Context: an optimization exercise on an open-source flow, tuned for small area, a short achievable clock period and few clock cycles per item. The choices shown serve that exercise and are no tape-out recipe. At most, simulation tests tie the RTL to the original design; equivalence was not proved. Function not checked in run 1: the RTL went through the layout flow alone. No activity file was given, so power comes from the tool's default toggle rates.

**flow/design.v**
```verilog
package tadd_pkg;
    localparam int TOOLS_DEF     = 2;
    localparam int SHIFT_MAX_DEF = 15;
    localparam int CHANNELS      = 7;
    localparam logic [2:0] CH_LOC_X  = 3'd0;
    localparam logic [2:0] CH_LOC_Y  = 3'd1;
    localparam logic [2:0] CH_TILT_X = 3'd2;
    localparam logic [2:0] CH_TILT_Y = 3'd3;
    localparam logic [2:0] CH_PRESS  = 3'd4;
    localparam logic [2:0] CH_Z      = 3'd5;
    localparam logic [2:0] CH_ROT    = 3'd6;
    localparam logic [2:0] CH_UNUSED = 3'd7;
    localparam logic ACT_DELTA = 1'b0;
    localparam logic ACT_LOAD  = 1'b1;
    localparam logic REG_MAX_X = 1'b0;
    localparam logic REG_MAX_Y = 1'b1;
    localparam logic [6:0]  PRESS_BIG = 7'h40;
    localparam logic [15:0] PRESS_MAX = 16'h03ff;
    localparam logic [15:0] TILT_MAX  = 16'h007f;
    localparam logic [15:0] ROT_MAX   = 16'h0e0e;
    localparam logic [15:0] HOLD_VAL  = 16'h0009;
    localparam logic [3:0]  HOLD_CODE = 4'hf;
    typedef logic signed [2:0] shift_chg_t;
    typedef struct packed {
        logic        action;
        logic        tool;
        logic [2:0]  channel;
        logic [4:0]  raw_code;
        logic [15:0] load_value;
        logic [3:0]  load_shift;
    } item_t;
    typedef struct packed {
        logic [15:0] raw;
        logic [3:0]  shift;
        logic        hold;
    } entry_t;
    typedef struct packed {
        logic [15:0] value;
        logic [3:0]  step_out;
        logic        held;
    } result_t;
endpackage
import tadd_pkg::*;
module tadd_code (
    input  logic [2:0]  channel,
    input  logic [4:0]  code,
    output logic [3:0]  mag,
    output logic        big,
    output logic        neg,
    output logic        hcode,      
    output logic [2:0]  chg         
);
    logic is_loc, is_press, is_rot;
    assign is_loc   = (channel[2:1] == 2'b00);
    assign is_press = (channel[2:1] == 2'b10);
    assign is_rot   = (channel == CH_ROT);
    always_comb
    begin
        if (is_loc)
        begin
            mag = code[3:0];
            neg = code[4];
        end
        else if (is_rot)
        begin
            mag = {2'b00, code[1:0]};
            neg = code[2];
        end
        else
        begin
            mag = {1'b0, code[2:0]};
            neg = code[3];
        end
    end
    assign big   = is_press && (code[2:0] == 3'd7);
    assign hcode = (code[3:0] == HOLD_CODE);
    always_comb
    begin
        if (is_loc)
        begin
            if (mag == 4'd0)
                chg = 3'b110;
            else if (mag <= 4'd7)
                chg = 3'b111;
            else if (mag == 4'd15)
                chg = 3'b010;
            else
                chg = 3'b000;
        end
        else if (is_rot)
        begin
            case (mag[1:0])
                2'd0:    chg = 3'b111;
                2'd2:    chg = 3'b001;
                2'd3:    chg = 3'b010;
                default: chg = 3'b000;
            endcase
        end
        else if (big)
            chg = 3'b000;
        else
        begin
            case (mag[2:0])
                3'd0:    chg = 3'b101;
                3'd1:    chg = 3'b110;
                3'd2:    chg = 3'b111;
                3'd3:    chg = 3'b111;
                3'd6:    chg = 3'b001;
                3'd7:    chg = 3'b010;
                default: chg = 3'b000;
            endcase
        end
    end
endmodule
module tadd_add
#(
    parameter int W = 16
) (
    input  logic [W-1:0] a,
    input  logic [W-1:0] b,
    input  logic         cin,
    output logic [W-1:0] sum,
    output logic         cout
);
    localparam int L = $clog2(W);
    logic [W-1:0] p0, g [L+1], p [L+1];
    always_comb
    begin
        p0   = a ^ b;
        g[0] = a & b;
        p[0] = p0;
        g[0][0] = g[0][0] | (p0[0] & cin);
        p[0][0] = 1'b0;
        for (int l = 0; l < L; l++)
            for (int i = 0; i < W; i++)
            begin
                if ((i >> l) % 2 == 1)
                begin
                    g[l+1][i] = g[l][i] | (p[l][i] & g[l][((i >> l) << l) - 1]);
                    p[l+1][i] = p[l][i] & p[l][((i >> l) << l) - 1];
                end
                else
                begin
                    g[l+1][i] = g[l][i];
                    p[l+1][i] = p[l][i];
                end
            end
        sum  = p0 ^ {g[L][W-2:0], cin};
        cout = g[L][W-1];
    end
endmodule
module tadd_carry
#(
    parameter int W = 16
) (
    input  logic [W-1:0] a,
    input  logic [W-1:0] b,
    input  logic         cin,
    output logic         cout
);
    logic [W-1:0] sum_unused;
    tadd_add #(.W(W)) u_add (.a(a), .b(b), .cin(cin), .sum(sum_unused), .cout(cout));
endmodule
module tadd_update (
    input  logic        action,     
    input  logic [2:0]  channel,
    input  logic [15:0] opnd,       
    input  logic        neg,
    input  logic        ovf,        
    input  logic        hcode,      
    input  logic [3:0]  f,          
    input  logic [2:0]  chg,        
    input  logic [15:0] raw0,
    input  logic        hold0,
    input  logic [15:0] max_x,
    input  logic [15:0] max_y,
    output logic [15:0] raw_n,
    output logic [3:0]  shift_n,
    output logic        hold_n,
    output logic [15:0] value
);
    logic        is_loc, is_tilt, is_press, is_rot;
    logic [5:0]  sh_sum;
    logic [15:0] hi, nh, dm;
    logic [15:0] r;
    logic        rc;
    logic        gt, lo_c, hi_c, hold_d, pin;
    logic [15:0] clamped;
    logic [15:0] avg_s, avg;
    logic        avg_c;
    assign is_loc   = (channel[2:1] == 2'b00);
    assign is_tilt  = (channel[2:1] == 2'b01);
    assign is_press = (channel[2:1] == 2'b10);
    assign is_rot   = (channel == CH_ROT);
    assign sh_sum = {2'b00, f} + {{3{chg[2]}}, chg};
    always_comb
    begin
        if (sh_sum[5])
            shift_n = 4'd0;
        else if (sh_sum[4])
            shift_n = 4'd15;
        else
            shift_n = sh_sum[3:0];
    end
    always_comb
    begin
        if (is_loc)
            hi = channel[0] ? max_y : max_x;
        else if (is_tilt)
            hi = TILT_MAX;
        else if (is_rot)
            hi = ROT_MAX;
        else
            hi = PRESS_MAX;
    end
    assign nh = ~hi;
    assign dm = opnd ^ {16{neg}};
    tadd_add #(.W(16)) u_r (.a(raw0), .b(dm), .cin(neg), .sum(r), .cout(rc));
    tadd_carry #(.W(16)) u_t (.a(r), .b(nh), .cin(1'b0), .cout(gt));
    assign lo_c = !is_rot && neg && (ovf || !rc);
    assign hi_c = gt || (!is_rot && !neg && (ovf || rc));
    assign hold_d = is_press ? (hold0 ? neg : hcode) : hold0;
    assign pin    = is_press && hold_d;
    always_comb
    begin
        if (pin)
            clamped = HOLD_VAL;
        else if (lo_c)
            clamped = 16'd0;
        else if (hi_c)
            clamped = hi;
        else
            clamped = r;
    end
    assign {avg_c, avg_s} = {1'b0, clamped} + {1'b0, raw0};
    assign avg            = {avg_c, avg_s[15:1]};
    always_comb
    begin
        if (action == ACT_LOAD)
        begin
            raw_n  = opnd;
            hold_n = hold0;
            value  = opnd;
        end
        else
        begin
            raw_n  = clamped;
            hold_n = hold_d;
            value  = is_loc ? avg : clamped;
        end
    end
endmodule
import tadd_pkg::*;
module tablet_adaptive_delta_decoder_unit
#(
    parameter int TOOLS     = TOOLS_DEF,
    parameter int SHIFT_MAX = SHIFT_MAX_DEF
) (
    input  logic        clk,
    input  logic        rst_n,
    input  logic        din_valid,
    output logic        din_ready,
    input  logic        din_action,
    input  logic        din_tool,
    input  logic [2:0]  din_channel,
    input  logic [4:0]  din_raw_code,
    input  logic [15:0] din_load_value,
    input  logic [3:0]  din_load_shift,
    output logic        dout_valid,
    input  logic        dout_ready,
    output logic [15:0] dout_value,
    output logic [3:0]  dout_step_out,
    output logic        dout_held,
    input  logic        psel,
    input  logic        penable,
    input  logic        pwrite,
    input  logic [2:0]  paddr,
    input  logic [31:0] pwdata,
    output logic [31:0] prdata,
    output logic        pready
);
    logic [15:0] max_x_reg, max_y_reg;
    logic        cfg_wr;
    assign pready = 1'b1;
    assign cfg_wr = psel && penable && pwrite;
    assign prdata = {16'd0, (paddr[2] == REG_MAX_Y) ? max_y_reg : max_x_reg};
    always_ff @(posedge clk or negedge rst_n)
    begin
        if (!rst_n)
        begin
            max_x_reg <= 16'hffff;
            max_y_reg <= 16'hffff;
        end
        else if (cfg_wr)
        begin
            if (paddr[2] == REG_MAX_X)
                max_x_reg <= pwdata[15:0];
            else
                max_y_reg <= pwdata[15:0];
        end
    end
    logic s1_valid_reg, out_valid_reg, clr1_reg, clr2_reg;
    logic out_free, s1_adv, in_ready;
    assign out_free  = !out_valid_reg || dout_ready;
    assign s1_adv    = s1_valid_reg && out_free;
    assign in_ready  = !s1_valid_reg || out_free;
    assign din_ready = in_ready && !clr1_reg && !clr2_reg;
    always_ff @(posedge clk or negedge rst_n)
    begin
        if (!rst_n)
        begin
            s1_valid_reg  <= 1'b0;
            out_valid_reg <= 1'b0;
            clr1_reg      <= 1'b1;
            clr2_reg      <= 1'b1;
        end
        else
        begin
            clr1_reg <= 1'b0;
            clr2_reg <= clr1_reg;
            if (din_ready)
                s1_valid_reg <= din_valid;
            if (out_free)
                out_valid_reg <= s1_valid_reg;
        end
    end
    localparam int DEPTH = 14;
    logic [15:0] raw_mem   [DEPTH];
    logic [3:0]  shift_mem [DEPTH];
    logic [DEPTH-1:0] hold_mem;
    function automatic logic [DEPTH-1:0] entry_sel(input logic tool, input logic [2:0] ch);
        for (int e = 0; e < DEPTH; e++)
            entry_sel[e] = (tool == (e >= 7)) && (ch == 3'(e % 7));
    endfunction
    logic        s1_action_reg;
    logic [2:0]  s1_channel_reg;
    logic [15:0] s1_opnd_reg;       
    logic        s1_neg_reg, s1_ovf_reg, s1_hcode_reg;
    logic [3:0]  s1_f_reg;          
    logic [2:0]  s1_chg_reg;        
    logic [DEPTH-1:0] s1_sel_reg;   
    logic [15:0] s1_raw0_reg;       
    logic        s1_hold0_reg;      
    logic [DEPTH-1:0] in_sel, we;
    logic        in_unused, in_zero, in_load, s1_same;
    logic [3:0]  in_sh0, shift_n;
    logic [15:0] in_raw0, raw_n;
    logic        in_hold0, hold_n;
    logic [3:0]  in_mag;
    logic        in_big, in_neg, in_hcode, in_ovf;
    logic [2:0]  in_chg;
    logic [6:0]  in_base;
    logic [21:0] in_delta;
    assign in_sel    = entry_sel(din_tool, din_channel);
    assign in_unused = (din_channel == CH_UNUSED);
    assign in_zero   = in_unused || clr1_reg;
    assign in_load   = (din_action == ACT_LOAD) || in_zero;
    assign s1_same   = s1_valid_reg && |(s1_sel_reg & in_sel);
    assign we        = clr2_reg ? '1 : s1_adv ? s1_sel_reg : '0;
    always_comb
    begin
        in_sh0   = 4'd0;
        in_raw0  = 16'd0;
        in_hold0 = 1'b0;
        for (int e = 0; e < DEPTH; e++)
            if (in_sel[e])
            begin
                in_sh0  = in_sh0 | shift_mem[e];
                in_raw0 = in_raw0 | raw_mem[e];
                if (e % 7 == 4 || e % 7 == 5)
                    in_hold0 = in_hold0 | hold_mem[e];
            end
        if (s1_same)
        begin
            in_sh0   = shift_n;
            in_raw0  = raw_n;
            in_hold0 = hold_n;
        end
    end
    tadd_code u_code (
        .channel (din_channel),
        .code    (din_raw_code),
        .mag     (in_mag),
        .big     (in_big),
        .neg     (in_neg),
        .hcode   (in_hcode),
        .chg     (in_chg)
    );
    assign in_base  = in_big ? PRESS_BIG : {3'b000, in_mag};
    assign in_delta = 22'(in_base) << in_sh0;
    assign in_ovf   = |in_delta[21:16] && (din_channel != CH_ROT);
    always_ff @(posedge clk)
    begin
        if (in_ready)
        begin
            s1_action_reg  <= in_load;
            s1_channel_reg <= din_channel;
            s1_sel_reg     <= clr1_reg ? '0 : in_sel;
            s1_raw0_reg    <= in_raw0;
            s1_hold0_reg   <= in_hold0 && !clr1_reg;
            s1_neg_reg     <= in_neg;
            s1_ovf_reg     <= in_ovf;
            s1_hcode_reg   <= in_hcode;
            if (in_zero)
            begin
                s1_opnd_reg <= 16'd0;
                s1_f_reg    <= 4'd0;
                s1_chg_reg  <= 3'd0;
            end
            else if (din_action == ACT_LOAD)
            begin
                s1_opnd_reg <= din_load_value;
                s1_f_reg    <= din_load_shift;
                s1_chg_reg  <= 3'd0;
            end
            else
            begin
                s1_opnd_reg <= in_delta[15:0];
                s1_f_reg    <= in_sh0;
                s1_chg_reg  <= in_chg;
            end
        end
    end
    logic [15:0] value;
    tadd_update u_update (
        .action     (s1_action_reg),
        .channel    (s1_channel_reg),
        .opnd       (s1_opnd_reg),
        .neg        (s1_neg_reg),
        .ovf        (s1_ovf_reg),
        .hcode      (s1_hcode_reg),
        .f          (s1_f_reg),
        .chg        (s1_chg_reg),
        .raw0       (s1_raw0_reg),
        .hold0      (s1_hold0_reg),
        .max_x      (max_x_reg),
        .max_y      (max_y_reg),
        .raw_n      (raw_n),
        .shift_n    (shift_n),
        .hold_n     (hold_n),
        .value      (value)
    );
    always_ff @(posedge clk)
    begin
        for (int e = 0; e < DEPTH; e++)
            if (we[e])
            begin
                raw_mem[e]   <= raw_n;
                shift_mem[e] <= shift_n;
                if (e % 7 == 4 || e % 7 == 5)
                    hold_mem[e] <= hold_n;
            end
    end
    tadd_pkg::result_t out_reg;
    always_ff @(posedge clk)
    begin
        if (s1_adv)
            out_reg <= {value, shift_n, hold_n};
    end
    assign dout_valid    = out_valid_reg;
    assign dout_value    = out_reg.value;
    assign dout_step_out = out_reg.step_out;
    assign dout_held     = out_reg.held;
endmodule
```
**flow/flow/run.sh**
```bash
#!/bin/bash
# The standard layout, with synthesis leaving adders to abc instead of
# mapping them to the half and full adder cells first, the port buffers
# made of plain buf_2 cells, and timing repair aimed at a setup slack of
# 5.5 ns (the clock period and constraints are unchanged).
export ADDER_MAP_FILE=
export BUFFER_PORTS_ARGS="-buffer_cell sky130_fd_sc_hd__buf_2"
export SETUP_SLACK_MARGIN=5.5
bash standard.sh > standard.log 2>&1
```
**flow/standard.sh**
```bash
#!/bin/bash
# synth_recipe.tcl (not shown) runs the flow's synth.tcl, then flattens the netlist and writes it again
# the make line also repeats each setting of config.mk as NAME=value (left out here)
make -C /OpenROAD-flow-scripts/flow DESIGN_CONFIG=/design/flow/config.mk WORK_HOME=/design/flow/orfs CLKGATE_MAP_FILE= SYNTH_SCRIPT=/design/flow/synth_recipe.tcl "${@:-finish}"
```
**flow/config.mk**
```make
export PLATFORM = sky130hd
export DESIGN_NAME = tablet_adaptive_delta_decoder_unit
export DESIGN_NICKNAME = tablet_adaptive_delta_decoder_unit
export VERILOG_FILES = /design/flow/design.v
export SDC_FILE = /design/flow/constraint.sdc
export NUM_CORES = 4
export LEC_CHECK = 0
export ABC_AREA = 1
export ABC_CLOCK_PERIOD_IN_PS = 4000
export CAP_MARGIN = 20
export CORE_MARGIN = 2
export CORE_UTILIZATION = 40
export CTS_BUF_LIST = sky130_fd_sc_hd__clkbuf_8
export CTS_CLUSTER_DIAMETER = 60
export CTS_CLUSTER_SIZE = 16
export PLACE_DENSITY = 0.75
export SLEW_MARGIN = 20
export TNS_END_PERCENT = 10
```
**flow/constraint.sdc**
```tcl
create_clock -name core_clock -period 10.0 [get_ports {clk}]
set_input_delay 2.0000 -clock core_clock [delete_from_list [all_inputs] [get_ports {clk}]]
set_output_delay 2.0000 -clock core_clock [all_outputs]
set_load 0.01 [all_outputs]
```
==> results of run 1 <==
-- synth_stat cells, types with 4 or more instances --
library cell and number:
nand3_1 144, nor2_2 8, or2_2 7, inv_2 7
a221oi_1 52, inv_1 224, nor3_1 16, o21ai_0 136
a21oi_1 31, nand4_1 51, nand2_1 589, a41oi_1 14
clkbuf_1 57, buf_6 4, or2_1 4, o211ai_1 7
edfxtp_1 366, dfstp_2 34, xor2_1 7, buf_4 19
nand2_2 20, o22ai_1 7, o21ai_1 5, o31ai_1 4
xnor2_1 5, a31oi_1 10, buf_1 4, nor2_1 111
-- logic make-up after synthesis --
logic type | count (synthesis) | share of synthesized area (%)
other cells | 2 | 0.0388
xor+xnor | 12 | 0.543
compound gates | 292 | 9.62
flops | 402 | 61.6
buf+inv | 320 | 6.75
simple gates | 966 | 21.4
-- critical path, stage by stage --
cell and delay [ps]:
buf_16 110, buf_12 120, o21ai_1 180, buf_2 170
-- layout make-up --
cell class                 count  area share, %
clock buffer                  37           2.25
multi-input combinational   1292           30.0
inverter                     233           4.27
sequential                   402           52.6
timing repair buffer         199           6.71
tap                          615           3.39
clock inverter                19          0.695
timing repair inverter         5          0.110
-- report_power, final --
part	leakage, uW	switching (uW)	internal (uW)
sequential	0.00418	150	2330
combinational	0.00490	1340	648
clock	0.000373	567	384
total	0.00946	2060	3360
-- timing repair --
item	4_1_cts	5_1_grt
pin swaps	9	38
setup endpoints to repair	294	50
gates cloned	11	7
buffers inserted	34	31
gates resized for setup	75	120
-- routing by layer --
metal  track usage [%]  wire (um)
met3              2.90       3650
met1              26.8      21900
met2              36.3      27400
met4              10.9       2820
met5                 0         13
-- layout by cell type, fill, tap and decap left out, types with 13 or more instances in the layout --
cell	n
nor2_2	15
o21ai_1	16
buf_6	18
buf_4	76
nand3_1	132
edfxtp_1	366
a41oi_1	14
buf_2	90
clkbuf_8	37
o21ai_0	105
a221oi_1	50
o21ai_2	14
dfstp_2	34
a21oi_1	27
nand2_1	540
conb_1	18
nand4_1	51
nand3_2	15
inv_1	216
nor2_4	13
nor2_1	92
nand2_2	66
-- per-stage QoR --
stage	hold WS (ps)	area (um2)	util (%)	power, uW	cells
6_report	497	22700	47.5	5420	2802
5_1_grt	523	22700	47.5	5720	2802
4_1_cts	500	22000	46.0	5210	2764
3_5_place_dp	487	20600	43.2	4170	2663
3_3_place_gp	478	20600	43.2	4110	2662
2_1_floorplan	385	19500	-	3660	2010
-- worst min path at each step --
stage,depth (start not counted),startpoint,end,slack [ps]
floorplan,0,clr1_reg$_DFF_PN1_,clr2_reg$_DFF_PN1_,390
global placement,2,max_x_reg[10]$_DFFE_PN1P_,max_x_reg[10]$_DFFE_PN1P_,480
detailed placement,2,max_x_reg[3]$_DFFE_PN1P_,max_x_reg[3]$_DFFE_PN1P_,490
CTS,2,max_x_reg[3]$_DFFE_PN1P_,max_x_reg[3]$_DFFE_PN1P_,500
global route,2,max_x_reg[3]$_DFFE_PN1P_,max_x_reg[3]$_DFFE_PN1P_,520
finish,2,max_x_reg[9]$_DFFE_PN1P_,max_x_reg[9]$_DFFE_PN1P_,500
==> results.toml, run 1 <==
[final_layout]
multi_input_area_um2 = 6800
drive_gt1_share_pct = 22.1
fin_nets = 2241
num_antenna_cells = 0
area_delta_synth_final_pct = 17.1
fillers = 4244
largest_reg_flops = 224
ff_latch_area_um2 = 11900

[route]
drc = 0
drtIter0Drc = 1589
routedWlPerCell_um = 19.9
via_per_inst = 5.50
wl_mm = 55.8
detail-route-antenna-nets = 0
dr.pass1.iters = 5
routed-via-count = 15400

[die]
num_io_pins = 128
rows = 80
core_um2 = 47700
start_util_pct = 40.6
fp.dieArea_um2 = 50200
chipWidth_um = 224
fp.dieH_um = 224

[critical_path]
required_ps = 8000
r2r_end = "out_reg[8]$_DFFE_PP_"
startpoint = "paddr[2]"
worstSetupEndpoint = "prdata[5]"
critical_path_arrival_ps = 2580
startpoint_type = "primary input"
cp_max_fo = 6
cp-end-kind = "output pin"
rrSetupSlack_ps = 5620
reg2reg_depth = 26
crit_type = "primary input to output pin"
r2r_start = "s1_neg_reg$_DFFE_PN_"

[logic_synthesis]
synthCells = 1994
postSynthAreaPerCell_um2 = 9.71
yosysTopAreaCellShare_pct = 56.8
ys.flop_type = "edfxtp_1"
synth_edf_count = 366
syn-cell-area_um2 = 19400
yosysSeqAreaShare_pct = 61.6
synth_top_cell_by_area = "edfxtp_1"
synthArstFlopShare_pct = 8.96
synth_area_leaders = "edfxtp_1, nand2_1, dfstp_2, inv_1, nand3_1"
synth_cell_types = 56
synth_warnings = 8
yosys_register_bits = 402

[timing]
layout_setup_ws_ps = 5420
fmax_mhz = 218
post-route-period-util_pct = 45.8
final_max_slew_viol_count = 0
rsz0062_at_grt = "yes"
hold_viol_final = 0
setup-tns-final_ps = 0
maxSlewHeadroom_pct = 23.3
worstMarginPinSlew_ps = 1150
finalSetupViolCount = 0
min_period_ps = 4580
worst_clock_skew_ps = 60.3

[cts]
insertion_delay_ps = 640
clk_pin_slew_worst_paths_ps = 80
cts_tree = "built"
htree_levels = 2
cts_hold_buf = 0
root_buffer = "clkbuf_8"
numCtsBuffers = 36
numClockSinks = 402
cts_buffer_depth = 3

[grt]
grt_pass1_vias = 14400
gr-total-overflow = 0
grt_pass1_wl_mm = 82.5
grt_max_degree = 37
grtUsageTotal_pct = 21.4
antenna_found_initial = 1

[pwr]
irDropWorstVdd_mv = 0.0969
power_density_nw_per_um2 = 239
power_leakage_uw = 0.00946

[placed_design]
port_buffers = 92
gp_congestion = 0.918
hpwl_mm = 36.1
dp_slack_ps = 3630

[worst_hold_path]
hold_path_class = "flop to flop"

[status]
status = "complete, no violations"

[job]
drv_cap = 0
==> run 2, diff against run 1 <==
--- a/flow/design.v
+++ b/flow/design.v
@@ -339,8 +339,8 @@
     logic [3:0]  s1_f_reg;          
     logic [2:0]  s1_chg_reg;        
-    logic [DEPTH-1:0] s1_sel_reg;   
+    logic        s1_tool_reg;
     logic [15:0] s1_raw0_reg;       
     logic        s1_hold0_reg;      
-    logic [DEPTH-1:0] in_sel, we;
+    logic [DEPTH-1:0] in_sel, s1_sel, we;
     logic        in_unused, in_zero, in_load, s1_same;
     logic [3:0]  in_sh0, shift_n;
@@ -356,6 +356,7 @@
     assign in_zero   = in_unused || clr1_reg;
     assign in_load   = (din_action == ACT_LOAD) || in_zero;
-    assign s1_same   = s1_valid_reg && |(s1_sel_reg & in_sel);
-    assign we        = clr2_reg ? '1 : s1_adv ? s1_sel_reg : '0;
+    assign s1_sel    = entry_sel(s1_tool_reg, s1_channel_reg);
+    assign s1_same   = s1_valid_reg && |(s1_sel & in_sel);
+    assign we        = clr2_reg ? '1 : s1_adv ? s1_sel : '0;
     always_comb
     begin
@@ -395,6 +396,6 @@
         begin
             s1_action_reg  <= in_load;
-            s1_channel_reg <= din_channel;
-            s1_sel_reg     <= clr1_reg ? '0 : in_sel;
+            s1_tool_reg    <= din_tool;
+            s1_channel_reg <= clr1_reg ? CH_UNUSED : din_channel;
             s1_raw0_reg    <= in_raw0;
             s1_hold0_reg   <= in_hold0 && !clr1_reg;
==> results.toml, run 2 <==
[grt]
grt_pass1_vias = 14600
grtUsageTotal_pct = 21.8
grt_pass1_wl_mm = 82.9
antenna_found_initial = 0
grt_max_degree = 42
gr-total-overflow = 0

[critical_path]
reg2reg_depth = 27
rrSetupSlack_ps = 5630
startpoint_type = "primary input"
r2r_start = "s1_channel_reg[1]$_SDFFCE_PP1N_"
cp_max_fo = 26
cp-end-kind = "output pin"
r2r_end = "out_reg[7]$_DFFE_PP_"
crit_type = "primary input to output pin"
startpoint = "paddr[2]"
required_ps = 8000
critical_path_arrival_ps = 2600

[timing]
final_max_slew_viol_count = 0
whs_ps = 379
hold_viol_final = 0
fmax_mhz = 218
setup-tns-final_ps = 0
maxSlewHeadroom_pct = 22.6
finalSetupViolCount = 0
rsz0062_at_grt = "yes"
worstMarginPinSlew_ps = 1160
worst_clock_skew_ps = 36.8
layout_setup_ws_ps = 5400
post-route-period-util_pct = 46.0
min_period_ps = 4600

[die]
num_io_pins = 128
fp.dieArea_um2 = 48800
chipWidth_um = 221
start_util_pct = 40.5
fp.dieH_um = 221
core_um2 = 46500
rows = 79

[logic_synthesis]
synth_top_cell_by_area = "edfxtp_1"
yosys_register_bits = 389
synthArstFlopShare_pct = 9.25
synth_commonest_cells = "nand2_1, edfxtp_1, inv_1"
synthCells = 1938
postSynthAreaPerCell_um2 = 9.71
synth_edf_count = 353
ys.flop_type = "edfxtp_1"
synth_cell_types = 57
synth_warnings = 8
yosysMostFrequentCell = "nand2_1"
syn-cell-area_um2 = 18800
yosysSeqAreaShare_pct = 61.4
yosysTopAreaCellShare_pct = 56.3
synth_area_leaders = "edfxtp_1, nand2_1, dfstp_2, nand3_1, inv_1"

[pwr]
irDropWorstVdd_mv = 0.127
power_frac_seq_pct = 46.5
internal-power_uw = 3200
netSwitchingFraction_pct = 38.3
pwr-share-clk_pct = 18.1
power_density_nw_per_um2 = 234
p_sw_uw = 1990
power_leakage_uw = 0.00916
p_comb_share_pct = 35.5

[cts]
numCtsBuffers = 35
insertion_delay_ps = 620
cts_buffer_depth = 3
cts_tree = "built"
root_buffer = "clkbuf_8"
htree_levels = 2
clk_pin_slew_worst_paths_ps = 110
numClockSinks = 389

[placed_design]
port_buffers = 92
dp_slack_ps = 3880
hpwl_mm = 36.0
gp_congestion = 0.925

[final_layout]
largest_reg_flops = 224
final_cell_mix = "nand2_1, edfxtp_1, inv_1"
fillers = 4180
area_delta_synth_final_pct = 18.0
layout_commonest_cell = "nand2_1"
fin_util_pct = 47.8
fin_nets = 2183
drive_gt1_share_pct = 22.5
num_antenna_cells = 0

[route]
via_per_inst = 5.66
routed-via-count = 15500
dr.pass1.iters = 6
routedWlPerCell_um = 20.8
drtIter0Drc = 1506
wl_mm = 56.7
drc = 0
detail-route-antenna-nets = 0

[job]
drv_cap = 0

[worst_hold_path]
hold_depth = 0
hold_path_class = "flop to flop"
min_from = "clr1_reg$_DFF_PN1_"
holdPathEnd = "clr2_reg$_DFF_PN1_"

[status]
status = "complete, no violations"
## run 2: cell types whose count changed in the layout (fill, tap and decap cells not counted), moves of 6 or more
cell      change
nand2_1      +10
o21ai_0       -7
nor3_2        -6
a21oi_1       -7
edfxtp_1     -13
nand2_2       -9
o21ai_2       -8
nor2_1       -14
inv_1        -36
## run 2: worst max path at each step
stage | cells after the start | to
after floorplan | 4 | din_ready
after global placement | 16 | s1_opnd_reg[15]$_SDFFCE_PP0N_
after detailed placement | 16 | s1_opnd_reg[15]$_SDFFCE_PP0N_
after CTS | 3 | prdata[14]
after global routing | 20 | s1_opnd_reg[13]$_SDFFCE_PP0N_
final | 3 | prdata[14]
## run 2: power groups by stage
| stage | sequential [uW] | combinational, uW | clock (uW) |
|---|---|---|---|
| after floorplan | 2390 | 1090 | 0 |
| after global routing | 2440 | 2020 | 1010 |
| after CTS | 2410 | 1610 | 955 |
| final | 2410 | 1840 | 938 |
| after global placement | 2420 | 1490 | 0 |
| after detailed placement | 2440 | 1530 | 0 |
## run 2: final cells by class
type | count | area, um2 | area share, %
clock buffers | 35 | 482 | 2.17
multi-input cells | 1275 | 6940 | 31.3
well taps | 607 | 759 | 3.42
inverters | 211 | 858 | 3.86
flip-flops and latches | 389 | 11500 | 52.0
clock inverters | 14 | 171 | 0.772
repair inverters | 6 | 31.3 | 0.141
repair buffers | 193 | 1420 | 6.40
## run 2: repair_timing
action | in CTS | in global routing
pin swaps | 13 | 39
hold buffers | 0 | 0
setup endpoints to repair | 293 | 50
gates resized for setup | 87 | 147
buffers inserted | 33 | 30
cloned | 9 | 6
## run 2: worst max-delay path, cell delays in order
cell and delay [ps]:
buf_12 140, o21ai_0 260, buf_2 190
## run 2: layer usage
| metal | share of wire (%) | GRT usage, % |
|---|---|---|
| met1 | 39 | 28.0 |
| met5 | 0 | 0 |
| met4 | 5.1 | 10.5 |
| met2 | 48 | 36.5 |
| met3 | 7.4 | 3.03 |
## run 2: cell families after synthesis
family	Yosys count	synth area share (%)
simple gates	959	21.7
flops	389	61.4
buf+inv	292	6.38
compound gates	285	10.0
xor+xnor	11	0.512
other cells	2	0.0399
## run 2: stage by stage
stage,power (uW),cells,instance area (um2)
6_report,5190,2730,22200
5_1_grt,5470,2730,22200
4_1_cts,4970,2694,21400
3_5_place_dp,3970,2603,20100
3_3_place_gp,3900,2603,20100
2_1_floorplan,3480,1954,18900
Testbench counts of run 2, summed over its fixed seeds: cycles 24,016, items 24,000.
==> run 3, diff against run 2 <==
==> flow/flow/run.sh (replaced) <==
#!/bin/bash
# The standard layout, with synthesis leaving adders to abc instead of
# mapping them to the half and full adder cells first, the port buffers
# made of plain buf_2 cells, and timing repair aimed at a setup slack of
# 5.35 ns (the clock period and constraints are unchanged).
export ADDER_MAP_FILE=
export BUFFER_PORTS_ARGS="-buffer_cell sky130_fd_sc_hd__buf_2"
export SETUP_SLACK_MARGIN=5.35
bash standard.sh > standard.log 2>&1
==> results.toml, run 3 <==
[timing]
maxSlewHeadroom_pct = 21.5
worstMarginPinSlew_ps = 1180
worst_clock_skew_ps = 33.2
finalSetupViolCount = 0
min_period_ps = 4620
rsz0062_at_grt = "yes"
setup-tns-final_ps = 0
final_max_slew_viol_count = 0
hold_viol_final = 0
layout_setup_ws_ps = 5380
fmax_mhz = 216
post-route-period-util_pct = 46.2

[final_layout]
layout_commonest_cell = "nand2_1"
multi_input_area_um2 = 6690
fillers = 4218
drive_gt1_share_pct = 19.6
ff_latch_area_um2 = 11500
area_delta_synth_final_pct = 15.9
num_antenna_cells = 0
final_cell_mix = "nand2_1, edfxtp_1, inv_1"
fin_util_pct = 46.9
largest_reg_flops = 224
fin_nets = 2170

[route]
routedWlPerCell_um = 20.7
wl_mm = 56.2
routed-via-count = 15400
drc = 0
drtIter0Drc = 1580
detail-route-antenna-nets = 0
via_per_inst = 5.67
dr.pass1.iters = 9

[critical_path]
crit_top_cell = "buf_2"
startpoint_type = "primary input"
slowest_stage = "buf_2"
r2r_start = "s1_channel_reg[1]$_SDFFCE_PP1N_"
cpPeakStageDelay_ps = 130
startpoint = "dout_ready"
crit_type = "primary input to output pin"
reg2reg_depth = 26
rrSetupSlack_ps = 5530
critical_path_arrival_ps = 2620
crit_chain = "buf_2 -> clkinvlp_4 -> nand3_4 -> nand3_1 -> inv_1 -> buf_2"
r2r_end = "out_reg[17]$_DFFE_PP_"
cp_max_fo = 3
cp-end-kind = "output pin"
required_ps = 8000

[cts]
cts_tree = "built"
numCtsBuffers = 35
numClockSinks = 389
clk_pin_slew_worst_paths_ps = 100
root_buffer = "clkbuf_8"
cts_buffer_depth = 3
cts_hold_buf = 0
htree_levels = 2
insertion_delay_ps = 610

[grt]
grt_pass1_vias = 14400
antenna_found_initial = 0
grtUsageTotal_pct = 21.5
grt_pass1_wl_mm = 81.7
grt_max_degree = 42
gr-total-overflow = 0

[logic_synthesis]
yosys_register_bits = 389
ys.flop_type = "edfxtp_1"
synthArstFlopShare_pct = 9.25
synth_cell_types = 57
synth_top_cell_by_area = "edfxtp_1"
postSynthAreaPerCell_um2 = 9.71
synth_warnings = 8
yosysSeqAreaShare_pct = 61.4
synth_commonest_cells = "nand2_1, edfxtp_1, inv_1"
synth_area_leaders = "edfxtp_1, nand2_1, dfstp_2, nand3_1, inv_1"
yosysTopAreaCellShare_pct = 56.3
yosysMostFrequentCell = "nand2_1"
syn-cell-area_um2 = 18800
synthCells = 1938
synth_edf_count = 353

[worst_hold_path]
hold_depth = 0
hold_path_class = "flop to flop"
holdPathEnd = "clr2_reg$_DFF_PN1_"
min_from = "clr1_reg$_DFF_PN1_"

[status]
status = "complete, no violations"

[pwr]
irDropWorstVdd_mv = 0.127
power_density_nw_per_um2 = 232
total_power_uw = 5070
power_leakage_uw = 0.00903

[die]
core_um2 = 46500
num_io_pins = 128
chipWidth_um = 221
fp.dieH_um = 221
start_util_pct = 40.5
fp.dieArea_um2 = 48800
rows = 79

[job]
drv_cap = 0

[placed_design]
hpwl_mm = 36.0
gp_congestion = 0.925
dp_slack_ps = 3880
port_buffers = 92
run 3: cell counts after synthesis:
No cell type changed its count.
run 3: power breakdown:
group	internal [uW]	switching [uW]	total, uW
Sequential	2260	152	2410
Combinational	520	1200	1720
Clock	372	564	936
run 3: worst max-delay path, delay by kind of cell:
family / cells / cell delay [ps]
buffers and inverters: 4 / 450
and+or+nand+nor: 2 / 160
run 3: kinds of logic after synthesis:
family,synth area share (%)
AND/OR/NAND/NOR,21.7
flip-flops,61.4
buffers and inverters,6.38
AO/OA/AOI/OAI,10.0
XOR/XNOR,0.512
other,0.0399
run 3: worst max-delay path by stage:
stage | slack, ps | cells past startpoint | to
after detailed placement | 3880 | 16 | s1_opnd_reg[15]$_SDFFCE_PP0N_
after global routing | 5250 | 17 | s1_opnd_reg[15]$_SDFFCE_PP0N_
after global placement | 3920 | 16 | s1_opnd_reg[15]$_SDFFCE_PP0N_
after floorplan | 5230 | 4 | din_ready
after CTS | 5280 | 5 | prdata[1]
final | 5380 | 6 | din_ready
run 3: area by class of cell:
class                   instances  area share, %
well taps                     607           3.48
flip-flops and latches        389           52.9
inverters                     211           3.90
repair inverters                6          0.138
clock buffers                  35           2.21
repair buffers                180           5.87
clock inverters                14          0.786
multi-input cells            1275           30.7
run 3: through the flow:
| stage | area, um2 | hold slack, ps | instances |
|---|---|---|---|
| finish | 21800 | 377 | 2717 |
| global route | 21800 | 383 | 2717 |
| CTS | 21100 | 376 | 2677 |
| detailed placement | 20100 | 362 | 2603 |
| global placement | 20100 | 358 | 2603 |
| floorplan | 18900 | 354 | 1954 |
run 3: timing repair:
item | CTS | global route
resized for setup | 54 | 91
buffers inserted | 20 | 30
pin swaps | 5 | 19
endpoints found under the setup margin | 292 | 46
cloned | 5 | 10
run 3: routing by layer:
layer / part of all wire, % / track usage (%) / up-vias
met3: 7.2 / 2.95 / 130
met2: 49 / 36.3 / 752
met4: 4.3 / 9.01 / 0
met1: 39 / 27.7 / 7494
li1: - / - / 7027
met5: 0 / 0 / -
==> run 4, diff against run 3 <==
--- a/flow/design.v
+++ b/flow/design.v
@@ -233,5 +233,5 @@
             clamped = r;
     end
-    assign {avg_c, avg_s} = {1'b0, clamped} + {1'b0, raw0};
+    tadd_add #(.W(16)) u_avg (.a(clamped), .b(raw0), .cin(1'b0), .sum(avg_s), .cout(avg_c));
     assign avg            = {avg_c, avg_s[15:1]};
     always_comb
==> results.toml, run 4 <==
[status]
status = "complete, no violations"

[final_layout]
drive_gt1_share_pct = 19.9
fillers = 4214
num_antenna_cells = 0
fin_util_pct = 46.4
largest_reg_flops = 224
fin_nets = 2125
layout_commonest_cell = "nand2_1"
final_area_um2 = 21500
area_delta_synth_final_pct = 15.0
final_cell_mix = "nand2_1, edfxtp_1, inv_1"

[logic_synthesis]
synth-simple-area-share_pct = 20.9
synth_edf_count = 353
synth_warnings = 8
synth-compound-area-share_pct = 10.4
yosysSeqAreaShare_pct = 61.8
ys.flop_type = "edfxtp_1"
muxShareOfSynthArea_pct = 0
yosysMostFrequentCell = "nand2_1"
yosys_register_bits = 389
synth_top_cell_by_area = "edfxtp_1"
synthArstFlopShare_pct = 9.25
synth_cell_types = 58
synth_top_family_by_area = "simple AND/OR/NAND/NOR gates"
syn-cell-area_um2 = 18700
synth_xor_xnor_area_share_pct = 0.556
synthAdderAreaFrac_pct = 0
yosysTopAreaCellShare_pct = 56.7
synthCells = 1895
synth_area_leaders = "edfxtp_1, nand2_1, dfstp_2, nand3_1, inv_1"
synth_commonest_cells = "nand2_1, edfxtp_1, inv_1"
postSynthAreaPerCell_um2 = 9.86

[critical_path]
path_delay_family = "buffers and inverters"
crit_top_cell = "nand2_1"
slowest_stage = "buf_8"
critical_path_arrival_ps = 2660
startpoint_type = "primary input"
cp_max_fo = 29
required_ps = 8000
cpPeakStageDelay_ps = 180
path_buf_inv = 3
cp-end-kind = "output pin"
crit_chain = "buf_8 -> clkinvlp_4 -> nand2_1 -> nand2_1 -> buf_2"
crit_type = "primary input to output pin"

[die]
fp.dieArea_um2 = 48500
start_util_pct = 40.3
num_io_pins = 128
fp.dieH_um = 220
core_um2 = 46400
rows = 79
chipWidth_um = 220

[cts]
cts_hold_buf = 0
numClockSinks = 389
cts_tree = "built"
insertion_delay_ps = 610
root_buffer = "clkbuf_8"
clk_pin_slew_worst_paths_ps = 80
cts_buffer_depth = 3
numCtsBuffers = 34
htree_levels = 2

[route]
drc = 0
via_per_inst = 5.55
wl_mm = 53.0
routedWlPerCell_um = 19.8
dr.pass1.iters = 6
drtIter0Drc = 1384
routed-via-count = 14800
detail-route-antenna-nets = 0

[grt]
grt-busiest-layer = "met2"
gr-total-overflow = 0
grt_pass1_wl_mm = 79.2
grt_pass1_vias = 13900
antenna_found_initial = 0
grtUsageTotal_pct = 21.5
grt_use_met3_pct = 3.40
grt_max_degree = 41
grt_util_met1_pct = 28.1
use_met2_pct = 36.0

[placed_design]
port_buffers = 92
gp_congestion = 0.915
dpl_cell_area_um2 = 20000
hpwl_mm = 34.4

[timing]
fmax_mhz = 215
worstMarginPinSlew_ps = 1050
final_max_slew_viol_count = 0
post-route-period-util_pct = 46.6
finalSetupViolCount = 0
min_period_ps = 4660
maxSlewHeadroom_pct = 29.3
hold_viol_final = 0
setup-tns-final_ps = 0
rsz0062_at_grt = "yes"
worst_clock_skew_ps = 26.3

[pwr]
irDropWorstVdd_mv = 0.126
power_leakage_uw = 0.00893
power_density_nw_per_um2 = 220
total_power_uw = 4720

[worst_hold_path]
hold_path_class = "flop to flop"

[job]
drv_cap = 0
==> run 4: cell types whose count changed in the layout (fill, tap and decap cells not counted), sizes merged, moves of 4 or more <==
cell / delta
buf: +5
clkbuf: -4
clkinv: -7
nand2: -25
nand4: -23
o21ai: +4
or2: -6
==> run 4: layout make-up <==
class	count	area [um2]	share of cell area [%]
Sequential cell	389	11500	53.7
Multi-Input combinational cell	1238	6450	30.0
Timing Repair Buffer	181	1210	5.65
Inverter	205	823	3.83
Tap cell	607	759	3.53
Clock buffer	35	482	2.24
Clock inverter	14	208	0.966
Timing Repair inverter	4	20.0	0.0931
==> run 4: worst reg2reg max path: cells and delay by family (launching register included) <==
| kind | cells | cell delay (ps) |
|---|---|---|
| AND/OR/NAND/NOR | 23 | 2310 |
| AO/OA/AOI/OAI | 3 | 700 |
| flip-flops | 1 | 490 |
| buffers and inverters | 4 | 670 |
==> run 4: layer usage <==
layer  wire, um  share of wire [%]
met5          0                  0
met1      21500                 41
met3       4030                7.6
met4       2120                4.0
met2      25400                 48
==> run 4: kinds of logic after synthesis <==
kind of cell	Yosys count
simple gates	911
flops	389
compound gates	294
buf+inv	288
xor+xnor	11
other cells	2
==> run 4: through the flow <==
step	std cells	hold WS (ps)	setup slack, ps
floorplan	1911	354	5300
detailed placement	2566	357	3980
CTS	2639	370	5250
finish	2673	368	5340
global placement	2565	356	3960
global route	2673	380	5270
==> run 4: final timing paths <==
path | startpoint | to | slack [ps] | cells after the start
min in group asynchronous | rst_n | out_valid_reg$_DFFE_PN0P_ | 1490 | 1
max reg2reg | s1_channel_reg[0]$_SDFFCE_PP1N_ | out_reg[18]$_DFFE_PP_ | 5570 | 30
max in group asynchronous | rst_n | s1_valid_reg$_DFFE_PN0P_ | 7980 | 1
min | clr1_reg$_DFF_PN1_ | clr2_reg$_DFF_PN1_ | 370 | 0
max | paddr[2] | prdata[11] | 5340 | 5
min reg2reg | clr1_reg$_DFF_PN1_ | clr2_reg$_DFF_PN1_ | 370 | 0
==> run 4: what timing repair did <==
| item | 4_1_cts | 5_1_grt |
|---|---|---|
| gates resized for setup | 35 | 64 |
| setup endpoints to repair | 263 | 59 |
| buffers inserted | 18 | 26 |
| cloned | 6 | 8 |
| pin swaps | 3 | 15 |
==> run 4: power by group <==
group | switching [uW] | total [uW] | leakage (uW) | internal (uW)
registers | 131 | 2320 | 0.00401 | 2190
clock network | 554 | 974 | 0.000350 | 420
logic | 981 | 1430 | 0.00457 | 453
Testbench counts of run 4, summed over its fixed seeds: cycles 24,016, items 24,000.
==> run 5, diff against run 4 <==
--- a/flow/config.mk
+++ b/flow/config.mk
@@ -10,5 +10,5 @@
 export CAP_MARGIN = 20
 export CORE_MARGIN = 2
-export CORE_UTILIZATION = 40
+export CORE_UTILIZATION = 55
 export CTS_BUF_LIST = sky130_fd_sc_hd__clkbuf_8
 export CTS_CLUSTER_DIAMETER = 60
==> results.toml, run 5 <==
[critical_path]
cp-end-kind = "output pin"
r2r_start = "s1_neg_reg$_DFFE_PN_"
rrSetupSlack_ps = 5590
crit_top_cell = "nand2_1"
critical_path_arrival_ps = 2640
reg2reg_depth = 29
crit_chain = "buf_8 -> clkinvlp_4 -> nand2_1 -> nand2_1 -> buf_2"
cpPeakStageDelay_ps = 180
startpoint_type = "primary input"
startpoint = "paddr[2]"
slowest_stage = "buf_8"
crit_type = "primary input to output pin"
required_ps = 8000
cp_max_fo = 29
r2r_end = "out_reg[10]$_DFFE_PP_"

[grt]
gr-total-overflow = 0
grt_max_degree = 41
grt_pass1_wl_mm = 77.2
grt_pass1_vias = 13600
antenna_found_initial = 0
grtUsageTotal_pct = 28.7

[worst_hold_path]
holdPathEnd = "clr2_reg$_DFF_PN1_"
hold_path_class = "flop to flop"
hold_depth = 0
min_from = "clr1_reg$_DFF_PN1_"

[route]
detail-route-antenna-nets = 0
drc = 0
wl_mm = 52.0
via_per_inst = 5.86
dr.pass1.iters = 6
drtIter0Drc = 1530
routed-via-count = 14800
routedWlPerCell_um = 20.6

[placed_design]
hpwl_mm = 33.3
gp_congestion = 0.914
dp_slack_ps = 3850
port_buffers = 92

[timing]
worst_clock_skew_ps = 49.5
post-route-period-util_pct = 46.4
fmax_mhz = 216
layout_setup_ws_ps = 5360
maxSlewHeadroom_pct = 29.9
min_period_ps = 4640
hold_viol_final = 0
setup-tns-final_ps = 0
final_max_slew_viol_count = 0
worstMarginPinSlew_ps = 1050
finalSetupViolCount = 0
rsz0062_at_grt = "yes"

[logic_synthesis]
ys.flop_type = "edfxtp_1"
synth_warnings = 8
yosysSeqAreaShare_pct = 61.8
synth_edf_count = 353
yosysTopAreaCellShare_pct = 56.7
synth_cell_types = 58
yosysMostFrequentCell = "nand2_1"
synth_commonest_cells = "nand2_1, edfxtp_1, inv_1"
syn-cell-area_um2 = 18700
yosys_register_bits = 389
synthCells = 1895
synthArstFlopShare_pct = 9.25
synth_top_cell_by_area = "edfxtp_1"
synth_area_leaders = "edfxtp_1, nand2_1, dfstp_2, nand3_1, inv_1"
postSynthAreaPerCell_um2 = 9.86

[cts]
numClockSinks = 389
cts_tree = "built"
numCtsBuffers = 35
insertion_delay_ps = 600
root_buffer = "clkbuf_8"
cts_hold_buf = 0
cts_buffer_depth = 3
clk_pin_slew_worst_paths_ps = 90
htree_levels = 2

[job]
drv_cap = 0

[final_layout]
largest_reg_flops = 224
fin_nets = 2136
fillers = 2697
final_cell_mix = "nand2_1, edfxtp_1, inv_1"
fin_util_pct = 63.7
layout_commonest_cell = "nand2_1"
area_delta_synth_final_pct = 14.3
drive_gt1_share_pct = 20.6
num_antenna_cells = 0

[pwr]
power_leakage_uw = 0.00896
irDropWorstVdd_mv = 0.191
power_density_nw_per_um2 = 219

[die]
core_um2 = 33500
num_io_pins = 128
fp.dieH_um = 188
rows = 67
fp.dieArea_um2 = 35500
start_util_pct = 55.7
chipWidth_um = 188

[status]
status = "complete, no violations"
==> run 5: critical path: cells and delay by family <==
kind | cells | cell delay (ps)
buf+inv | 3 | 490
simple gates | 2 | 150
==> run 5: how the worst max path moves through the flow <==
stage / endpoint / slack (ps) / depth (start not counted)
finish: prdata[8] / 5360 / 5
global route: out_reg[13]$_DFFE_PP_ / 5290 / 35
CTS: prdata[8] / 5260 / 5
detailed placement: s1_ovf_reg$_DFFE_PN_ / 3850 / 22
global placement: s1_opnd_reg[13]$_SDFFCE_PP0N_ / 3800 / 20
floorplan: din_ready / 5300 / 4
==> run 5: timing repair <==
item	4_1_cts	5_1_grt
hold endpoints to repair	0	0
gates resized for setup	36	64
gates cloned	5	5
buffers inserted	27	29
pin swaps	4	11
setup endpoints to repair	265	65
==> run 5: layer usage <==
| layer | wire length, um | vias up | global-route usage [%] | share of wire (%) |
|---|---|---|---|---|
| met5 | 0 | - | 0 | 0 |
| met4 | 2680 | 0 | 15.2 | 5.1 |
| met3 | 4680 | 151 | 4.10 | 9.0 |
| met2 | 24200 | 785 | 45.5 | 46 |
| met1 | 20500 | 6965 | 38.8 | 39 |
| li1 | - | 6887 | - | - |
==> run 5: area by class of cell <==
cell class | count | area, um2 | share of cell area, %
clock buffer | 35 | 482 | 2.26
multi-input combinational | 1236 | 6440 | 30.2
inverter | 205 | 820 | 3.84
sequential | 389 | 11500 | 54.1
tap | 448 | 561 | 2.63
timing repair inverter | 4 | 20.0 | 0.0938
clock inverter | 14 | 159 | 0.744
timing repair buffer | 193 | 1330 | 6.21
==> run 5: metrics by stage <==
step / std cells / hold slack (ps) / instance area (um2) / total power [uW]
after floorplan: 1911 / 354 / 18800 / 3230
after global placement: 2409 / 356 / 19800 / 3570
after detailed placement: 2409 / 358 / 19800 / 3620
after CTS: 2490 / 371 / 20800 / 4560
after global routing: 2524 / 382 / 21400 / 4920
final: 2524 / 370 / 21400 / 4670
==> run 5: kinds of logic (layout without fill, tap and decap cells) <==
kind of cell | count (synthesis) | in the layout | share of synthesized area [%]
compound gates | 294 | 294 | 10.4
xor+xnor | 11 | 11 | 0.556
buf+inv | 288 | 451 | 6.38
flops | 389 | 389 | 61.8
other cells | 2 | 18 | 0.0402
simple gates | 911 | 913 | 20.9
==> run 5: report_power, final <==
group	switching [uW]	internal (uW)	leakage [uW]	total [uW]
combinational	973	459	0.00463	1430
sequential	129	2190	0.00401	2310
clock	551	371	0.000320	921
==> run 6, diff against run 5 <==
==> flow/flow/run.sh (replaced) <==
#!/bin/bash
# The standard layout, with synthesis leaving adders to abc instead of
# mapping them to the half and full adder cells first, the port buffers
# made of plain buf_2 cells, and timing repair aimed at a setup slack of
# 5.45 ns (the clock period and constraints are unchanged).
export ADDER_MAP_FILE=
export BUFFER_PORTS_ARGS="-buffer_cell sky130_fd_sc_hd__buf_2"
export SETUP_SLACK_MARGIN=5.45
bash standard.sh > standard.log 2>&1
--- a/flow/config.mk
+++ b/flow/config.mk
@@ -10,5 +10,5 @@
 export CAP_MARGIN = 20
 export CORE_MARGIN = 2
-export CORE_UTILIZATION = 55
+export CORE_UTILIZATION = 40
 export CTS_BUF_LIST = sky130_fd_sc_hd__clkbuf_8
 export CTS_CLUSTER_DIAMETER = 60
==> results.toml, run 6 <==
[route]
routedWlPerCell_um = 19.9
routed-via-count = 14900
drc = 0
dr.pass1.iters = 7
detail-route-antenna-nets = 0
wl_mm = 53.6
via_per_inst = 5.56
drtIter0Drc = 1616

[timing]
maxSlewHeadroom_pct = 24.4
rsz0062_at_grt = "yes"
whs_ps = 376
worstMarginPinSlew_ps = 1120
min_period_ps = 4570
worst_clock_skew_ps = 30.8
setup-tns-final_ps = 0
final_max_slew_viol_count = 0
post-route-period-util_pct = 45.7
hold_viol_final = 0
fmax_mhz = 219
finalSetupViolCount = 0

[grt]
grt_pass1_vias = 14000
grt_pass1_wl_mm = 77.8
grt_max_degree = 41
antenna_found_initial = 1
grtUsageTotal_pct = 21.1
gr-total-overflow = 0

[final_layout]
num_antenna_cells = 0
fillers = 4145
final_cell_mix = "nand2_1, edfxtp_1, inv_1"
largest_reg_flops = 224
drive_gt1_share_pct = 21.8
fin_nets = 2141
area_delta_synth_final_pct = 16.7
final_area_um2 = 21800
multi_input_area_um2 = 6560
fin_util_pct = 47.1
ff_latch_area_um2 = 11500
layout_commonest_cell = "nand2_1"

[status]
status = "complete, no violations"

[logic_synthesis]
yosysSeqAreaShare_pct = 61.8
synth_cell_types = 58
yosysTopAreaCellShare_pct = 56.7
synth_commonest_cells = "nand2_1, edfxtp_1, inv_1"
synth_warnings = 8
synthArstFlopShare_pct = 9.25
synth_edf_count = 353
yosysMostFrequentCell = "nand2_1"
yosys_register_bits = 389
syn-cell-area_um2 = 18700
synth_top_cell_by_area = "edfxtp_1"
ys.flop_type = "edfxtp_1"
synth_area_leaders = "edfxtp_1, nand2_1, dfstp_2, nand3_1, inv_1"
postSynthAreaPerCell_um2 = 9.86
synthCells = 1895

[die]
fp.dieH_um = 220
chipWidth_um = 220
core_um2 = 46400
start_util_pct = 40.3
fp.dieArea_um2 = 48500
rows = 79
num_io_pins = 128

[critical_path]
required_ps = 8000
startpoint_type = "primary input"
crit_chain = "buf_16 -> clkinvlp_4 -> nand2_2 -> nand2_2 -> buf_6"
worstSetupEndpoint = "prdata[3]"
worst-path-stages = 5
reg2reg_depth = 29
crit_top_cell = "nand2_2"
rrSetupSlack_ps = 5630
cp-end-kind = "output pin"
path_buf_inv = 3
cp_max_fo = 8
slowest_stage = "clkinvlp_4"
r2r_start = "s1_channel_reg[0]$_SDFFCE_PP1N_"
crit_type = "primary input to output pin"
path_delay_family = "buffers and inverters"
cpPeakStageDelay_ps = 150
r2r_end = "out_reg[19]$_DFFE_PP_"
critical_path_arrival_ps = 2570
startpoint = "paddr[2]"

[job]
drv_cap = 0

[cts]
cts_hold_buf = 0
numClockSinks = 389
htree_levels = 2
insertion_delay_ps = 600
numCtsBuffers = 34
root_buffer = "clkbuf_8"
cts_tree = "built"
cts_buffer_depth = 3
clk_pin_slew_worst_paths_ps = 90

[placed_design]
dpl_cell_area_um2 = 20000
gp_congestion = 0.926
port_buffers = 92
hpwl_mm = 34.3

[pwr]
irDropWorstVdd_mv = 0.130
power_leakage_uw = 0.00906
power_density_nw_per_um2 = 215

[worst_hold_path]
hold_path_class = "flop to flop"
==> run 6: kinds of logic (layout without fill, tap and decap cells) <==
kind of cell / count (synthesis) / after routing / share of synthesized area, %
AOI/OAI and AO/OA: 294 / 294 / 10.4
xor gates and xnor gates: 11 / 11 / 0.556
buffers and inverters: 288 / 454 / 6.38
DFF: 389 / 389 / 61.8
other: 2 / 18 / 0.0402
and+or+nand+nor: 911 / 914 / 20.9
==> run 6: area by class of cell <==
class	instances	area share, %
well taps	607	3.48
clock buffers	34	2.14
repair buffers	199	6.88
repair inverters	3	0.0688
multi-input cells	1237	30.1
clock inverters	13	0.625
flip-flops and latches	389	52.9
inverters	205	3.83
==> run 6: worst min path at each step <==
stage	start	slack [ps]	end	cells past startpoint
final	clr1_reg$_DFF_PN1_	380	clr2_reg$_DFF_PN1_	0
after global routing	clr1_reg$_DFF_PN1_	380	clr2_reg$_DFF_PN1_	0
after CTS	clr1_reg$_DFF_PN1_	380	clr2_reg$_DFF_PN1_	0
after detailed placement	clr1_reg$_DFF_PN1_	360	clr2_reg$_DFF_PN1_	0
after global placement	clr1_reg$_DFF_PN1_	360	clr2_reg$_DFF_PN1_	0
after floorplan	clr1_reg$_DFF_PN1_	350	clr2_reg$_DFF_PN1_	0
==> run 6: through the flow <==
step / power [uW] / instances / worst slack (ps)
after detailed placement: 3630 / 2563 / 3810
after global placement: 3570 / 2561 / 3790
final: 4700 / 2687 / 5430
after CTS: 4560 / 2642 / 5370
after global routing: 4950 / 2687 / 5370
after floorplan: 3240 / 1911 / 5300
==> run 6: metal layers <==
layer  GRT usage (%)  vias up  wire length, um
met1            27.4     7257            21500
met4            9.19        2             2300
li1                -     6893                -
met2            35.0      658            25800
met3            3.48      133             4020
met5               0        -               13
==> run 6: where the power goes <==
part           total (uW)  switching [uW]  internal (uW)
Sequential           2320             134           2190
Clock                 885             549            335
Combinational        1490            1000            492
Total                4700            1690           3010
==> run 6: what timing repair did <==
item | CTS | global route
endpoints found under the setup margin | 289 | 45
pin swaps | 6 | 27
resized for setup | 45 | 105
gates cloned | 5 | 9
setup buffers | 27 | 36
==> run 6: worst register-to-register path: cells and delay by family (launching register included) <==
family	cells	cell delay, ps
AOI/OAI and AO/OA	1	470
buffers and inverters	8	1000
and+or+nand+nor	20	2120
DFF	1	540
==> run 7, diff against run 6 <==
--- a/flow/config.mk
+++ b/flow/config.mk
@@ -16,3 +16,3 @@
 export PLACE_DENSITY = 0.75
 export SLEW_MARGIN = 20
-export TNS_END_PERCENT = 10
+export TNS_END_PERCENT = 30
==> results.toml, run 7 <==
[status]
status = "complete, no violations"

[logic_synthesis]
synth_warnings = 8
yosysMostFrequentCell = "nand2_1"
ys.flop_type = "edfxtp_1"
synthCells = 1895
synth_edf_count = 353
synth_cell_types = 58
syn-cell-area_um2 = 18700
yosys_register_bits = 389
synthArstFlopShare_pct = 9.25
yosysTopAreaCellShare_pct = 56.7
postSynthAreaPerCell_um2 = 9.86
yosysSeqAreaShare_pct = 61.8
synth_commonest_cells = "nand2_1, edfxtp_1, inv_1"
synth_top_cell_by_area = "edfxtp_1"
synth_area_leaders = "edfxtp_1, nand2_1, dfstp_2, nand3_1, inv_1"

[final_layout]
fillers = 4161
final_cell_mix = "nand2_1, edfxtp_1, inv_1"
layout_commonest_cell = "nand2_1"
fin_cells = 2689
largest_reg_flops = 224
num_antenna_cells = 0
multi_input_area_um2 = 6610
drive_gt1_share_pct = 22.5
fin_nets = 2143
fin_util_pct = 47.1
ff_latch_area_um2 = 11500
area_delta_synth_final_pct = 16.8

[timing]
whs_ps = 376
post-route-period-util_pct = 45.8
rsz0062_at_grt = "yes"
min_period_ps = 4580
setup-tns-final_ps = 0
hold_viol_final = 0
worstMarginPinSlew_ps = 1110
fmax_mhz = 218
worst_clock_skew_ps = 34.9
finalSetupViolCount = 0
maxSlewHeadroom_pct = 25.4
final_max_slew_viol_count = 0

[pwr]
power_density_nw_per_um2 = 217
internal-power_uw = 3030
pwr-share-clk_pct = 18.7
power_leakage_uw = 0.00906
p_sw_uw = 1700
p_comb_share_pct = 32.2
irDropWorstVdd_mv = 0.135
netSwitchingFraction_pct = 36.0
power_frac_seq_pct = 49.1

[route]
drtIter0Drc = 1600
wl_mm = 53.6
dr.pass1.iters = 6
detail-route-antenna-nets = 0
routed-via-count = 14900
via_per_inst = 5.55
drc = 0
routedWlPerCell_um = 19.9

[placed_design]
gp_congestion = 0.926
port_buffers = 92
hpwl_mm = 34.3
dp.cells = 2563

[cts]
cts_buffer_depth = 3
root_buffer = "clkbuf_8"
numClockSinks = 389
clk_pin_slew_worst_paths_ps = 90
cts_tree = "built"
insertion_delay_ps = 600
htree_levels = 2
numCtsBuffers = 34

[die]
fp.dieArea_um2 = 48500
chipWidth_um = 220
num_io_pins = 128
start_util_pct = 40.3
core_um2 = 46400
fp.dieH_um = 220
rows = 79

[job]
drv_cap = 0

[grt]
grt_max_degree = 41
grtUsageTotal_pct = 21.1
antenna_found_initial = 1
grt_pass1_vias = 14000
gr-total-overflow = 0
grt_pass1_wl_mm = 77.8

[critical_path]
crit_type = "primary input to output pin"
startpoint_type = "primary input"
cp_max_fo = 15
cp-end-kind = "output pin"
required_ps = 8000
r2r_start = "s1_channel_reg[0]$_SDFFCE_PP1N_"
critical_path_arrival_ps = 2580
startpoint = "paddr[2]"

[worst_hold_path]
min_from = "clr1_reg$_DFF_PN1_"
hold_path_class = "flop to flop"
[run 7: cell types whose count changed in the layout (fill, tap and decap cells not counted), moves of 3 or more]
cell | previous run | this run
nand2_2 | 43 | 48
nand3_2 | 13 | 19
nand2_1 | 536 | 533
nand3_1 | 132 | 126
[run 7: stage by stage]
stage | setup WS, ps | cell area (um2) | total power [uW]
final | 5420 | 21800 | 4730
after global routing | 5390 | 21800 | 4980
after CTS | 5380 | 21000 | 4560
after detailed placement | 3810 | 20000 | 3630
after global placement | 3790 | 19900 | 3570
after floorplan | 5300 | 18800 | 3240
[run 7: cell type report]
type	count	share of cell area [%]
sequential	389	52.9
multi-input combinational	1237	30.3
timing repair buffer	201	6.70
inverter	205	3.83
tap	607	3.48
clock buffer	34	2.14
clock inverter	13	0.625
timing repair inverter	3	0.0688
[run 7: worst paths after layout]
kind | to | cells after the start | slack (ps)
worst max-delay path | prdata[3] | 5 | 5420
worst min-delay path | clr2_reg$_DFF_PN1_ | 0 | 380
worst min register to register | clr2_reg$_DFF_PN1_ | 0 | 380
min in group asynchronous | out_valid_reg$_DFFE_PN0P_ | 1 | 1510
worst max register to register | out_reg[19]$_DFFE_PP_ | 29 | 5630
max in group asynchronous | s1_valid_reg$_DFFE_PN0P_ | 1 | 7970
[run 7: logic make-up (layout without fill, tap and decap cells)]
| group | after synthesis | after routing | synth area share, % |
|---|---|---|---|
| and+or+nand+nor | 911 | 914 | 20.9 |
| DFF | 389 | 389 | 61.8 |
| AOI/OAI and AO/OA | 294 | 294 | 10.4 |
| buffers and inverters | 288 | 456 | 6.38 |
| xor gates and xnor gates | 11 | 11 | 0.556 |
| other | 2 | 18 | 0.0402 |
[run 7: worst max-delay path, cell delays in order]
cell and delay, ps:
buf_16 120, clkinvlp_4 150, nand2_2 80, nand2_1 70
buf_2 150
[run 7: routing by layer]
metal,vias to the layer above,routed length (um),GRT usage (%)
met3,114,4330,3.48
met5,-,13,0
met4,2,2130,9.24
met1,7207,21300,27.4
met2,695,25800,34.9
li1,6896,-,-
[run 7: power groups by stage]
stage	Combinational [uW]	Sequential, uW	Clock [uW]
after floorplan	931	2310	0
after global placement	1250	2330	0
after detailed placement	1290	2340	0
after CTS	1350	2310	905
after global routing	1670	2340	957
final	1520	2320	885
[run 7: what timing repair did]
| item | CTS | global route |
|---|---|---|
| pin swaps | 6 | 29 |
| setup endpoints to repair | 289 | 46 |
| gates resized for setup | 47 | 111 |
| hold buffers | 0 | 0 |
| endpoints found under the hold margin | 0 | 0 |
| cloned | 5 | 7 |
| buffers inserted | 28 | 39 |
==> run 8, diff against run 7 <==
--- a/flow/config.mk
+++ b/flow/config.mk
@@ -10,9 +10,9 @@
 export CAP_MARGIN = 20
 export CORE_MARGIN = 2
-export CORE_UTILIZATION = 40
+export CORE_UTILIZATION = 65
 export CTS_BUF_LIST = sky130_fd_sc_hd__clkbuf_8
 export CTS_CLUSTER_DIAMETER = 60
 export CTS_CLUSTER_SIZE = 16
-export PLACE_DENSITY = 0.75
+export PLACE_DENSITY = 0.8
 export SLEW_MARGIN = 20
-export TNS_END_PERCENT = 30
+export TNS_END_PERCENT = 10
==> results.toml, run 8 <==
[logic_synthesis]
synth_edf_count = 353
yosysSeqAreaShare_pct = 61.8
synth_warnings = 8
synthCells = 1895
synth_cell_types = 58
yosysMostFrequentCell = "nand2_1"
yosysTopAreaCellShare_pct = 56.7
synth_commonest_cells = "nand2_1, edfxtp_1, inv_1"
ys.flop_type = "edfxtp_1"
syn-cell-area_um2 = 18700
yosys_register_bits = 389
postSynthAreaPerCell_um2 = 9.86
synth_area_leaders = "edfxtp_1, nand2_1, dfstp_2, nand3_1, inv_1"
synthArstFlopShare_pct = 9.25
synth_top_cell_by_area = "edfxtp_1"

[grt]
grt_pass1_wl_mm = 78.1
grtUsageTotal_pct = 34.0
antenna_found_initial = 0
grt_pass1_vias = 13900
grt_max_degree = 41
gr-total-overflow = 0

[die]
start_util_pct = 65.6
num_io_pins = 128
fp.dieH_um = 174
core_um2 = 28500
rows = 62
fp.dieArea_um2 = 30100
chipWidth_um = 174

[placed_design]
hpwl_mm = 33.5
dp.cells = 2343
dpl_cell_area_um2 = 19700
port_buffers = 92
dp_slack_ps = 3730
gp_congestion = 0.912

[route]
wl_mm = 52.9
detail-route-antenna-nets = 0
routed-via-count = 15000
drtIter0Drc = 1794
drc = 0
dr.pass1.iters = 6
routedWlPerCell_um = 21.3
via_per_inst = 6.04

[pwr]
power_density_nw_per_um2 = 219
power_leakage_uw = 0.00918
irDropWorstVdd_mv = 0.170

[cts]
htree_levels = 2
cts_tree = "built"
root_buffer = "clkbuf_8"
numClockSinks = 389
insertion_delay_ps = 580
cts_buffer_depth = 3
numCtsBuffers = 35
clk_pin_slew_worst_paths_ps = 90

[critical_path]
cp-end-kind = "output pin"
cp_max_fo = 6
critical_path_arrival_ps = 2580
required_ps = 8000
startpoint_type = "primary input"
crit_type = "primary input to output pin"

[timing]
post-route-period-util_pct = 45.8
maxSlewHeadroom_pct = 30.5
worstMarginPinSlew_ps = 1030
hold_viol_final = 0
rsz0062_at_grt = "yes"
setup-tns-final_ps = 0
min_period_ps = 4580
finalSetupViolCount = 0
layout_setup_ws_ps = 5420
worst_clock_skew_ps = 28.8
fmax_mhz = 218
final_max_slew_viol_count = 0

[final_layout]
fin_cells = 2484
fin_nets = 2146
largest_reg_flops = 224
num_antenna_cells = 0
layout_commonest_cell = "nand2_1"
final_cell_mix = "nand2_1, edfxtp_1, inv_1"
area_delta_synth_final_pct = 15.8
final_area_um2 = 21600
drive_gt1_share_pct = 21.2

[worst_hold_path]
hold_path_class = "flop to flop"

[status]
status = "complete, no violations"

[job]
drv_cap = 0
-- run 8: cell count changes in the layout (fill, tap and decap cells not counted), sizes merged --
cell / change
nor3: -1
clkinv: +2
buf: +1
clkbuf: +4
nand3: +1
bufinv: +1
inv: +14
clkinvlp: -4
-- run 8: area by class of cell --
class / count / area (um2)
fillers: 1916 / 6840
clock inverters: 26 / 206
flip-flops and latches: 389 / 11500
repair inverters: 3 / 15.0
inverters: 205 / 832
multi-input cells: 1237 / 6520
repair buffers: 203 / 1530
clock buffers: 37 / 509
well taps: 384 / 480
-- run 8: report_power, final --
group	internal, uW	switching (uW)	total (uW)
Sequential	2180	132	2320
Clock	394	564	958
Combinational	469	984	1450
Total	3050	1680	4730
-- run 8: repair_timing --
item	CTS	global route
setup buffers	23	41
endpoints found under the setup margin	252	49
pin swaps	6	22
gates resized for setup	43	98
hold buffers	0	0
gates cloned	4	9
-- run 8: layer usage --
| layer | part of all wire (%) | GRT usage [%] |
|---|---|---|
| met5 | 0 | 0 |
| met4 | 4.7 | 16.3 |
| met3 | 8.5 | 5.37 |
| met2 | 49 | 55.7 |
| met1 | 38 | 45.0 |
-- run 8: worst paths after layout --
path                                              to  depth (start not counted)  slack, ps                       startpoint
hold reg to reg                   clr2_reg$_DFF_PN1_                          0        390               clr1_reg$_DFF_PN1_
setup reg to reg               out_reg[10]$_DFFE_PP_                         30       5740  s1_channel_reg[0]$_SDFFCE_PP1N_
setup / recovery                          prdata[12]                          5       5420                         paddr[2]
hold / removal                    clr2_reg$_DFF_PN1_                          0        390               clr1_reg$_DFF_PN1_
min in group asynchronous  out_valid_reg$_DFFE_PN0P_                          1       1540                            rst_n
max in group asynchronous   s1_valid_reg$_DFFE_PN0P_                          1       7910                            rst_n
-- run 8: cell families after synthesis --
group                     Yosys count  synth area share [%]
DFF                               389                  61.8
AOI/OAI and AO/OA                 294                  10.4
xor gates and xnor gates           11                 0.556
other                               2                0.0402
and+or+nand+nor                   911                  20.9
buffers and inverters             288                  6.38
-- run 8: per-stage QoR --
| step | hold WS, ps | util, % | power (uW) |
|---|---|---|---|
| 2_1_floorplan | 354 | - | 3240 |
| 3_5_place_dp | 357 | 69.2 | 3610 |
| 3_3_place_gp | 355 | 69.2 | 3550 |
| 6_report | 385 | 76.0 | 4730 |
| 5_1_grt | 393 | 76.0 | 4970 |
| 4_1_cts | 384 | 72.9 | 4590 |
-- run 8: critical path, stage by stage --
cell,delay [ps]
buf_16,110
buf_4,130
nand2_1,70
o21ai_0,100
buf_2,160

-- re-timing with driven ports --
No port has a modelled driver above. Below, the same layouts with a new extraction and two added sets of constraints. Step 1 assumes that a clkbuf_16 drives the clock port and a buf_2 every other input. Step 2, shift: input delay + t, output delay - t, t = (earliest + latest rising clock arrival at the registers) / 2. This alone moves slack from input paths to output paths. a / b / c = ideal ports / drivers / drivers and shift; a / b = the first two.
| run | t, ns | slack for setup (ns) |
|---|---|---|
| run 1 | 0.657 | 5.416 / 5.260 / 4.815 |
| run 2 | 0.649 | 5.404 / 5.358 / 4.854 |
| run 3 | 0.647 | 5.377 / 5.355 / 4.838 |
| run 4 | 0.649 | 5.343 / 5.292 / 4.842 |
| run 5 | 0.621 | 5.364 / 5.303 / 4.890 |
| run 6 | 0.631 | 5.429 / 5.244 / 4.959 |
| run 7 | 0.633 | 5.419 / 5.282 / 4.963 |
| run 8 | 0.615 | 5.416 / 5.264 / 5.001 |
After both steps setup and hold are still met in every run listed.
